Source: an optimization exercise on an open RTL-to-GDS flow (aim: small area and a short achievable clock period). Production flows keep margins and buffers that such runs may drop.
Where RTL was checked, it was by simulation tests only, not by an equivalence proof against the original.

==> job 2172: inputs <==
// dft_bin_acc
module dft_bin_acc
#(
    parameter int N      = 256,
    parameter int PH_LAT = 6,
    parameter int ACC_W  = dft_pkg::ACC_W_DEF
) (
    input  logic                     CK,
    input  logic                     RST,
    input  logic                     START,
    input  logic signed [dft_pkg::PH_W-1:0]   cos0,
    input  logic signed [dft_pkg::PH_W-1:0]   sin0,
    input  logic signed [dft_pkg::PH_W-1:0]   cos1,
    input  logic signed [dft_pkg::PH_W-1:0]   sin1,
    output logic [dft_pkg::ADDR_W-1:0]        smp_addr,
    input  logic signed [dft_pkg::SMP_W-1:0]  smp_data,
    output logic signed [ACC_W-1:0]  re0,
    output logic signed [ACC_W-1:0]  im0,
    output logic signed [ACC_W-1:0]  re1,
    output logic signed [ACC_W-1:0]  im1,
    output logic                     busy,
    output logic                     done
    ,
    output logic [ACC_W-1:0]         mag0,
    output logic [ACC_W-1:0]         mag1
);
    localparam int W = 44;      
    localparam int MW = 43;     
    logic [8:0] cnt;
    logic       done_q;
    logic       init_q;      
    logic       en_q;        
    logic       ld;          
    logic [8:0] one_q, two_q, neg_q;
    logic [8:0] one_d, two_d, neg_d;
    logic [8:0] negs;
    logic [W-1:0] a_re0, a_im0, a_re1, a_im1;
    logic [MW-1:0] m_re0, m_im0, m_re1, m_im1;
    logic [MW-1:0] mag0_s, mag1_s;
    always_ff @(posedge CK or posedge RST) begin
        if (RST) begin
            cnt    <= '0;
            busy   <= 1'b0;
            done_q <= 1'b0;
            init_q <= 1'b0;
        end else begin
  ...
Settings: LEC_CHECK=0, CAP_MARGIN=20, CORE_MARGIN=2, CORE_UTILIZATION=40, CTS_CLUSTER_DIAMETER=100, CTS_CLUSTER_SIZE=24, SETUP_SLACK_MARGIN=4.0, SLEW_MARGIN=20, SYNTH_HIERARCHICAL=1; clock period 9.5 ns.
standard.sh (not shown) runs the stock make flow with config.mk's settings and CLKGATE_MAP_FILE= SYNTH_SCRIPT=/design/flow/synth_recipe.tcl, a recipe that flattens the netlist after the stock synthesis.
==> flow/flow/run.sh <==
#!/bin/bash
# The standard layout (the standard.sh, unchanged synthesis), except that the
# buffers placed on the ports are plain buffers (buf_2, which timing repair may
# upsize) instead of the delay-type buffer buffer_ports picks by default.
set -euo pipefail
bash standard.sh synth > synth.log 2>&1
bash standard.sh "BUFFER_PORTS_ARGS=-buffer_cell sky130_fd_sc_hd__buf_2" finish > layout.log 2>&1
==> job 7025 (differences from job 2172) <==
SETUP_SLACK_MARGIN = 3.5   (was 4.0)
==> job 6521 (differences from job 2172) <==
SETUP_SLACK_MARGIN = 3.7   (was 4.0)
==> summary of the runs <==
Of job 6521 and job 7025, job 6521 has the higher worst setup slack (gap 0.27 ns).
The highest worst hold slack belongs to job 7025, the lowest to job 2172.
Flip-flop and latch count is the same in job 2172 and job 6521.
The highest register-to-register slack belongs to job 2172, the lowest to job 7025.
In synthesized cell count, job 2172 and job 6521 do not differ.
Job 7025 ran to the end with no violations. Job 6521 passed the timing, design-rule and antenna checks. Job 2172 went through all stages and came out clean.
Of job 2172 and job 7025, job 2172 has the higher wire length (gap about 3%, measured against job 7025).
In job 6521 the non-clock buffer count is higher than in job 7025, by 48.


==> inputs of job 5539 <==
Another version of the RTL of dft_bin_acc (not shown whole).
Settings: LEC_CHECK=0, CAP_MARGIN=20, CORE_MARGIN=2, CORE_UTILIZATION=40, SETUP_SLACK_MARGIN=3.5, SLEW_MARGIN=20, SYNTH_HIERARCHICAL=1; clock period 9.5 ns.
Scripts as last shown in full above: flow/flow/run.sh
==> job 4905 (differences from job 5539) <==
==> flow/run.sh (new file) <==
#!/bin/bash
# synth_recipe.tcl (not shown) runs the flow's synth.tcl, then flattens the netlist and writes it again
# the make line also repeats each setting of config.mk as NAME=value (left out here)
make -C /OpenROAD-flow-scripts/flow DESIGN_CONFIG=/design/flow/config.mk WORK_HOME=/design/flow/orfs CLKGATE_MAP_FILE= SYNTH_SCRIPT=/design/flow/synth_recipe.tcl finish
--- a/flow/config.mk
+++ b/flow/config.mk
@@ -8,6 +8,6 @@
 export CAP_MARGIN = 20
 export CORE_MARGIN = 2
 export CORE_UTILIZATION = 40
-export SETUP_SLACK_MARGIN = 3.5
+export SETUP_SLACK_MARGIN = 4.2
 export SLEW_MARGIN = 20
 export SYNTH_HIERARCHICAL = 1
removed: flow/flow/run.sh
removed: flow/standard.sh
==> results.txt <==
quantity	job 4905	job 5539
Inst Count DP	8708	8657
Post-DP Area	74600 um^2	72300 um^2
Worst-path clk slew	0.06 ns	0.08 ns
Wire length of the first global-routing pass	377000 um	350000 um
Grt met2 use	0.457	0.423
Part of the cycle the worst path needs	0.600	0.612
Avg WL per Cell	28.2 um	26.4 um
Outcome	finished clean	finished clean
Required time at the endpoint of the critical path	7.60 ns	10.04 ns
Worst setup path endpoint	mag1[38]	hi0_q[36]


==> 09-21: inputs <==
Another version of the RTL of dft_bin_acc (not shown whole).
==> flow/config.mk <==
export PLATFORM = sky130hd
export DESIGN_NAME = dft_bin_acc
export DESIGN_NICKNAME = dft_bin_acc
export VERILOG_FILES = /design/flow/design.v
export SDC_FILE = /design/flow/constraint.sdc
export NUM_CORES = 4
export LEC_CHECK = 0
export CAP_MARGIN = 20
export CORE_MARGIN = 2
export CORE_UTILIZATION = 40
export CTS_CLUSTER_DIAMETER = 100
export CTS_CLUSTER_SIZE = 24
export SETUP_SLACK_MARGIN = 3.9
export SLEW_MARGIN = 20
export SYNTH_HIERARCHICAL = 1
==> flow/constraint.sdc <==
create_clock -name core_clock -period 9.5 [get_ports {CK}]
set_input_delay 1.9000 -clock core_clock [delete_from_list [all_inputs] [get_ports {CK}]]
set_output_delay 1.9000 -clock core_clock [all_outputs]
set_load 0.01 [all_outputs]
==> flow/flow/run.sh <==
#!/bin/bash
# The standard layout (the standard.sh, unchanged synthesis), except that the
# buffers placed on the ports are plain buffers (buf_2, which timing repair may
# upsize) instead of the delay-type buffer buffer_ports picks by default.
set -euo pipefail
bash standard.sh synth > synth.log 2>&1
bash standard.sh "BUFFER_PORTS_ARGS=-buffer_cell sky130_fd_sc_hd__buf_2" finish > layout.log 2>&1
==> inputs of 12-13, as changes to 09-21 <==
- SETUP_SLACK_MARGIN: 3.9 -> 3.5
==> comparison table <==
metric                                                                              09-21                    12-13
Status                                                            complete, no violations  complete, no violations
Final weighted congestion of routability-driven global placement                    0.909                    0.905
Met3 capacity usage during global routing                                          0.0353                   0.0353
Layout clock buffers                                                                   44                       43
Number of non-clock buffers in the layout                                             626                      515
Post-place instance area                                                        73200 um2                73100 um2
Arrival @ worst endpoint                                                          6.16 ns                  6.53 ns
Fraction of area in multi-input gates                                               0.683                    0.690
Layout area overhead                                                                8.51%                    5.57%
Global routing met2 resource utilization                                            0.428                    0.429
Iteration-0 DRC count of the detailed router                                         4065                     3992
Clock latency on the worst-skew pair                                              0.68 ns                  0.66 ns
Multi-input gate area in the final layout                                       53300 um2                52300 um2
Length of the first detailed-routing pass in iterations                                 8                        6
Final period util                                                                   0.590                    0.629
Final Non-Filler Cells                                                               9270                     9161
Count of nets after finishing                                                        8107                     7996
Reg-to-reg setup timing slack                                                     3.89 ns                  3.53 ns
Measured slew at the worst slew-check pin                                         1.12 ns                  1.02 ns
Global routing usage summed across all routing layers                               0.257                    0.252
Function was not checked in any run of this note: the RTL went through the layout flow alone.

[separate check: timing with driven ports]
The results above use ideal ports. As a check the final layouts listed here were re-extracted and re-timed, cells and wires unchanged. Step 1 sets driving cells, clkbuf_16 on the clock port and buf_2 on the other inputs (assumed; they add their load-dependent delay and slew). Step 2 times the ports against the registers' clock, not the clock port: input delays grow and output delays shrink by t, the midpoint of the rising clock arrivals with the driver on. Slacks: ideal ports / drivers / drivers and shift; pairs: ideal ports / drivers.
run	t (ns)	setup WS [ns]	hold WS [ns]	worst data-port slew with drivers (ns)	cell pins on the clock port's net
job 2172	0.726	4.016 / 4.016 / 3.401	0.621 / 0.621 / 0.621	0.23	1
job 7025	0.721	3.513 / 3.513 / 3.375	0.625 / 0.625 / 0.625	0.20	1
job 6521	0.722	3.784 / 3.784 / 3.366	0.625 / 0.625 / 0.625	0.19	1
job 5539	0.756	3.687 / 3.628 / 3.593	0.628 / 0.628 / 0.628	0.15	1
job 4905	0.790	3.802 / 3.711 / 3.426	0.623 / 0.623 / 0.623	0.16	1
09-21	0.742	3.891 / 3.891 / 3.334	0.660 / 0.660 / 0.660	0.08	1
12-13	0.728	3.528 / 3.528 / 3.302	0.633 / 0.633 / 0.633	0.11	1
After both steps every run listed still meets setup and hold. The setup slack of job 2172, which loses most, moves by 0.000 ns with the drivers and by -0.615 ns with both steps.
